What follows belongs to an exercise in optimizing a design on an open flow for small area; a production flow would make more cautious choices.
Function was checked by simulation only, so behaviour that the tests miss may differ from the original.
Power and IR drop assume default switching activity.

==> flow/design.v <==
package wb_regfile_pkg;
   localparam int DSIZE    = 32;
   localparam int ASIZE    = 5;
   localparam int ISIZE    = 32;
   localparam int DEPTH    = 1 << ASIZE;
   localparam int LINK_REG = 31;
   localparam int LINK_INC = 4;
   localparam logic [ASIZE-1:0] LINK_ADDR = LINK_REG;
   typedef enum logic [1:0] {
      WB_ALU,
      WB_MEM,
      WB_LINK
   } wb_sel_e;
   typedef struct packed {
      logic             wen;
      logic [ASIZE-1:0] addr;
      logic [DSIZE-1:0] data;
   } wb_bus_t;
   localparam logic [ISIZE-1:0] LINK_INC_W = LINK_INC;
endpackage
import wb_regfile_pkg::*;
module rf_hold
(
   input  logic sel,
   input  logic sel_n,
   input  logic d,
   input  logic q,
   output logic y
);
   assign y = (sel & d) | (sel_n & q);
endmodule
module rf_aoi3
(
   input  logic [2:0] s,
   input  logic [2:0] d,
   output logic       y_n
);
   assign y_n = ~((s[0] & d[0]) | (s[1] & d[1]) | (s[2] & d[2]));
endmodule
module rf_aoi2
(
   input  logic [1:0] s,
   input  logic [1:0] d,
   output logic       y_n
);
   assign y_n = ~((s[0] & d[0]) | (s[1] & d[1]));
endmodule
module rf_rdbit
(
   input  logic [31:0] s,
   input  logic [31:0] d,
   output logic        y
);
   logic [10:0] n;
   for (genvar g = 0; g < 10; g++) begin : g_aoi3
      rf_aoi3 u (.s(s[3*g +: 3]), .d(d[3*g +: 3]), .y_n(n[g]));
   end
   rf_aoi2 u_last (.s(s[31:30]), .d(d[31:30]), .y_n(n[10]));
   assign y = ~&n;
endmodule
module regfile_2r1w
(
   input  logic             clk,
   input  logic             rst,
   input  logic             we,
   input  logic [ASIZE-1:0] waddr,
   input  logic [DSIZE-1:0] wdata,
   input  logic [ASIZE-1:0] raddr1,
   input  logic [ASIZE-1:0] raddr2,
   output logic [DSIZE-1:0] rdata1,
   output logic [DSIZE-1:0] rdata2
);
   logic [DEPTH-1:1][DSIZE-1:0] regs;
   logic [DEPTH-1:1][DSIZE-1:0] regs_d;
   logic [DEPTH-1:1]            valid;
   logic [DEPTH-1:1]            wsel;
   logic [DEPTH-1:0]            rsel1;
   logic [DEPTH-1:0]            rsel2;
   logic                        hit1;
   logic                        hit2;
   always_comb
      for (int i = 1; i < DEPTH; i++)
         wsel[i] = we && waddr == ASIZE'(i);
   always_ff @(posedge clk or negedge rst) begin
      if (!rst)
         valid <= '0;
      else
         valid <= valid | wsel;
   end
   for (genvar i = 1; i < DEPTH; i++) begin : g_reg
      for (genvar b = 0; b < DSIZE; b++) begin : g_bit
         rf_hold u_hold (
            .sel   (wsel[i]),
            .sel_n (!wsel[i]),
            .d     (wdata[b]),
            .q     (regs[i][b]),
            .y     (regs_d[i][b])
         );
      end
   end
   always_ff @(posedge clk)
      regs <= regs_d;
   assign hit1 = we && raddr1 == waddr;
   assign hit2 = we && raddr2 == waddr;
   assign rsel1[0] = hit1;
   assign rsel2[0] = hit2;
   always_comb
      for (int i = 1; i < DEPTH; i++) begin
         rsel1[i] = !hit1 && valid[i] && raddr1 == ASIZE'(i);
         rsel2[i] = !hit2 && valid[i] && raddr2 == ASIZE'(i);
      end
   for (genvar b = 0; b < DSIZE; b++) begin : g_rd
      logic [DEPTH-1:0] col;
      assign col[0] = wdata[b];
      for (genvar i = 1; i < DEPTH; i++) begin : g_col
         assign col[i] = regs[i][b];
      end
      rf_rdbit u_rd1 (.s(rsel1), .d(col), .y(rdata1[b]));
      rf_rdbit u_rd2 (.s(rsel2), .d(col), .y(rdata2[b]));
   end
endmodule
import wb_regfile_pkg::*;
module wb_regfile
(
   input  logic             clk,
   input  logic             rst,
   input  logic             wen_in,
   input  logic [DSIZE-1:0] w_data_in,
   input  logic [ASIZE-1:0] w_addr_in,
   input  logic [ISIZE-1:0] PC_in,
   input  logic             jal_in,
   input  logic             MemtoReg_in,
   input  logic [DSIZE-1:0] readMem_in,
   input  logic [ASIZE-1:0] raddr1,
   input  logic [ASIZE-1:0] raddr2,
   output logic [DSIZE-1:0] rdata1,
   output logic [DSIZE-1:0] rdata2,
   output logic             wb_wen,
   output logic [ASIZE-1:0] wb_addr,
   output logic [DSIZE-1:0] wb_data,
   output logic [31:0]      commit_cnt
);
   logic [DSIZE-1:0] link;
   logic [31:0]      commit_q;
   assign link    = DSIZE'(PC_in + LINK_INC_W);
   assign wb_data = jal_in ? link : (MemtoReg_in ? readMem_in : w_data_in);
   assign wb_addr = jal_in ? LINK_ADDR : w_addr_in;
   assign wb_wen  = jal_in || (wen_in && w_addr_in != '0);
   always_ff @(posedge clk or negedge rst) begin
      if (!rst)
         commit_q <= '0;
      else if (wb_wen)
         commit_q <= commit_q + 32'd1;
   end
   regfile_2r1w u_rf (
      .clk    (clk),
      .rst    (rst),
      .we     (wb_wen),
      .waddr  (wb_addr),
      .wdata  (wb_data),
      .raddr1 (raddr1),
      .raddr2 (raddr2),
      .rdata1 (rdata1),
      .rdata2 (rdata2)
   );
   assign commit_cnt = commit_q;
endmodule
==> flow/run.sh <==
#!/bin/bash
# synth_recipe.tcl (not shown) runs the flow's synth.tcl, then flattens the netlist and writes it again
# the make line also repeats each setting of config.mk as NAME=value (left out here)
make -C /OpenROAD-flow-scripts/flow DESIGN_CONFIG=/design/flow/config.mk WORK_HOME=/design/flow/orfs CLKGATE_MAP_FILE= SYNTH_SCRIPT=/design/flow/synth_recipe.tcl finish
==> flow/config.mk <==
export PLATFORM = sky130hd
export DESIGN_NAME = wb_regfile
export DESIGN_NICKNAME = wb_regfile
export VERILOG_FILES = /design/flow/design.v
export SDC_FILE = /design/flow/constraint.sdc
export NUM_CORES = 4
export LEC_CHECK = 0
export CAP_MARGIN = 20
export CORE_MARGIN = 2
export CORE_UTILIZATION = 40
export SLEW_MARGIN = 20
export SYNTH_HIERARCHICAL = 1
==> flow/constraint.sdc <==
create_clock -name core_clock -period 9.0 [get_ports {clk}]
set_input_delay 1.8000 -clock core_clock [delete_from_list [all_inputs] [get_ports {clk}]]
set_output_delay 1.8000 -clock core_clock [all_outputs]
set_load 0.01 [all_outputs]
==> results.sh <==
export IMPL_yosysUniqueCellTypes=52
export IMPL_run_status="finished clean"
export IMPL_yosys_warnings=8
export IMPL_drt_iter0_drc=9980
export IMPL_netlist_top_cells_area="dfxtp_1 (47%), a22o_1 (20%), a222oi_1 (15%)"
export IMPL_drc=0
export IMPL_critical_path_required_ns=7.20
export IMPL_rsz0062_at_grt="false"
export IMPL_clkLatencyLatePin_ns=0.71
export IMPL_die_area_um2=108700
export IMPL_fin_crit_sh_pct=95.15
export IMPL_power_uw=12990
export IMPL_fin_ws_ns=0.4368
export IMPL_synthArstFlopShare_pct=5.972
export IMPL_fillers=9290
export IMPL_cts_made_buffers=106
export IMPL_synth_seq_cells=1055
export IMPL_final_core_util_pct=50.21
export IMPL_start_util_pct=40.33
export IMPL_setup_viol_count_final=0
export IMPL_grt_pass1_vias=40278
export IMPL_fp_row_count=119
export IMPL_fin_nets=4274
export IMPL_die_w_um=329.8
export IMPL_grt_pass1_wl_mm=290.0
export IMPL_core_area_um2=105300
export IMPL_antenna_found_initial=13
export IMPL_hold_viol=0
export IMPL_post_cts_buffers=0
export IMPL_synth_largest_area_cell="dfxtp_1"
export IMPL_hp_class="reg2reg"
export IMPL_area_delta_synth_final_pct=24.51
export IMPL_arrival_ns=6.76
export IMPL_clockBufferDepth=3
export IMPL_cts_tree="done"
export IMPL_synth_edf_count=0
export IMPL_power_density_nw_per_um2=245.8
export IMPL_synthCells=3620
export IMPL_synth_nets=3738
export IMPL_dp_hpwl_mm=132.3
export IMPL_cts_sinks=1055
export IMPL_htreeDepth=3
export IMPL_fin_crit_ns=8.563
export IMPL_grt_use_total_pct=36.08
export IMPL_ir_drop_uv=159.2
export IMPL_synthFlopType="dfxtp_1"
export IMPL_postSynthAreaPerCell_um2=11.73
export IMPL_wl_per_cell_um=36.54
export IMPL_p_leak_uw=0.02075
export IMPL_pre_cts_slack_ns=0.4491
export IMPL_drv_cap=0
export IMPL_worstMarginPinSlew_ns=1.390
export IMPL_worst_setup_path_start_kind="input pin"
export IMPL_cts_root_buffer_cell="clkbuf_16"
export IMPL_drt_wl_total_mm=206.1
export IMPL_ant_nets=0
export IMPL_numPortBuffers=249
export IMPL_clk_pin_slew_ns=0.06
export IMPL_fin_skew_ns=0.01258
export IMPL_critical_path_class="in2out"
export IMPL_die_y_um=329.8
export IMPL_path_max_fanout=25
export IMPL_grt_overflow_total=0
export IMPL_hold_buffers=0
export IMPL_dr_total_vias=43033
export IMPL_synthTopCellsByCount="a22o_1 (992), dfxtp_1 (992), a222oi_1 (640)"
export IMPL_slew_viol_final=0
export IMPL_gp_congestion=1.001
export IMPL_drtPass1Iterations=13
export IMPL_io_pin_count=250
export IMPL_setup_tns_ns=0
export IMPL_drive_gt1_share_pct=14.24
export IMPL_synth_top_area_share_pct=46.78
export IMPL_fmax_mhz=116.8
export IMPL_ys_seq_area_share_pct=50.50
export IMPL_slew_headroom_pct=6.821
export IMPL_syn_area_um2=42450
export IMPL_ctsResizeCount=0
export IMPL_avgViaCountPerCell=7.630
export IMPL_worstSetupEndpointType="primary output"
export IMPL_grt_max_degree=64
cell usage in the layout, fill, tap and decap left out, drive strengths merged, types with 3 or more instances in the layout:
master	n
nand2b	30
nor4	33
or3b	3
nand2	106
o31ai	7
diode	6
buf	222
xor2	20
mux2i	7
a22o	992
nand3b	5
and2b	4
or2	9
and2	3
and3	8
a222oi	640
nor4b	4
a211oi	25
inv	46
and4	9
clkinvlp	3
clkdlybuf4s50	246
or3	70
dfrtp	63
o21ai	10
dfxtp	992
bufinv	10
clkbuf	155
a31oi	12
a22oi	64
nand3	96
clkinv	24
nand4	147
xnor2	36
nor2	22
nor3	52
a21oi	14
nor2b	30
or4	10
flip-flops by register name, indices dropped and copies added, names as in the netlist:
register / cells
u_rf.valid: 31
commit_q: 32
u_rf.regs: 992
area by class of cell:
| cell class | count | area [um^2] | share of cell area, % |
|---|---|---|---|
| Sequential cell | 1055 | 21440 | 40.55 |
| Antenna cell | 6 | 15.01 | 0.02841 |
| Clock inverter | 40 | 518.0 | 0.9800 |
| Inverter | 43 | 161.4 | 0.3054 |
| Clock buffer | 155 | 3209 | 6.072 |
| Multi-Input combinational cell | 2482 | 21550 | 40.77 |
| Timing Repair Buffer | 468 | 4224 | 7.992 |
| Tap cell | 1391 | 1740 | 3.293 |
report_power, final:
part	total, uW	internal [uW]	leakage, uW	switching [uW]
Combinational	1850	939	0.00991	908
Sequential	6400	5600	0.00899	799
Clock	4740	2760	0.00185	1980
Total	13000	9300	0.0208	3690
Yosys stat by module (local to each module, per instance):
module / area, um^2 / cells inside / flip-flops and latches
regfile_2r1w: 22170 / 1315 / 1023
rf_aoi3: 10.01 / 1 / 0
wb_regfile: 2863 / 353 / 32
rf_hold: 8.758 / 1 / 0
rf_rdbit: 23.77 / 4 / 0
rf_aoi2: 12.51 / 1 / 0
stage by stage:
stage	instance area (um^2)	instances	hold WS [ns]
finish	52860	5640	0.4920
floorplan	42460	3620	0.4480
global placement	49060	5439	0.4730
detailed placement	49100	5439	0.4762
CTS	52830	5634	0.4961
global route	52840	5634	0.5100
worst max-delay path, stage by stage:
cell	delay (ns)
clkdlybuf4s50_1	0.56
nor4_4	0.13
a21oi_1	0.71
nand4_1	0.28
nor3_4	0.47
buf_12	0.26
nor3_2	0.17
buf_4	0.23
a222oi_1	0.67
nand4_1	0.47
or3_1	0.50
clkdlybuf4s50_1	0.49
metal layers:
layer,track usage (%),wire length (um),vias to the layer above
met5,1.174,240,-
met1,46.37,78280,21119
li1,-,-,17535
met2,52.10,85520,3665
met3,15.04,31730,704
met4,17.06,10330,10
cells by family (layout without fill, tap and decap cells):
family          after synthesis  in the layout  share of synthesized area, %
xor+xnor                     56             56                         1.155
flops                      1055           1055                         50.50
fa+ha+maj                     2              2                       0.05894
other cells                   0              6                             0
mux                           8              8                        0.1916
simple gates                645            645                         8.639
buf+inv                      83            706                        0.8371
compound gates             1771           1771                         38.62
final timing paths:
check	from	to	slack (ns)	cells past startpoint
max in group asynchronous	rst	u_rf.valid[17]	7.01	2
setup reg to reg	commit_q[9]	commit_q[31]	6.97	4
hold / removal	commit_q[29]	commit_q[29]	0.49	1
min in group asynchronous	rst	commit_q[18]	1.30	2
setup / recovery	w_addr_in[1]	rdata2[24]	0.44	12
hold reg to reg	commit_q[29]	commit_q[29]	0.49	1

## afterwards: timing with drivers on the ports
In the flow no input, the clock included, has a driving cell. The finished layout below was timed again as built, in two steps.
Step 1 sets driving cells, clkbuf_16 on the clock port and buf_2 on the other inputs (assumed; they add their load-dependent delay and slew).
Step 2 also shifts input and output timing later by t, the mid clock arrival at the registers, as if the neighbouring blocks saw the same clock.
Three values: ideal ports, drivers, drivers and shift; two values: the first two.
shift t [ns]: 0.774
setup slack, ns: 0.437 / 0.411 / 0.411
worst setup path after step 2: input to output
worst register clock-pin slew, ns: 0.07 / 0.07
After both steps this run still meets setup and hold. For this run, drivers alone change the setup slack by -0.026 ns; drivers and shift together by -0.026 ns.
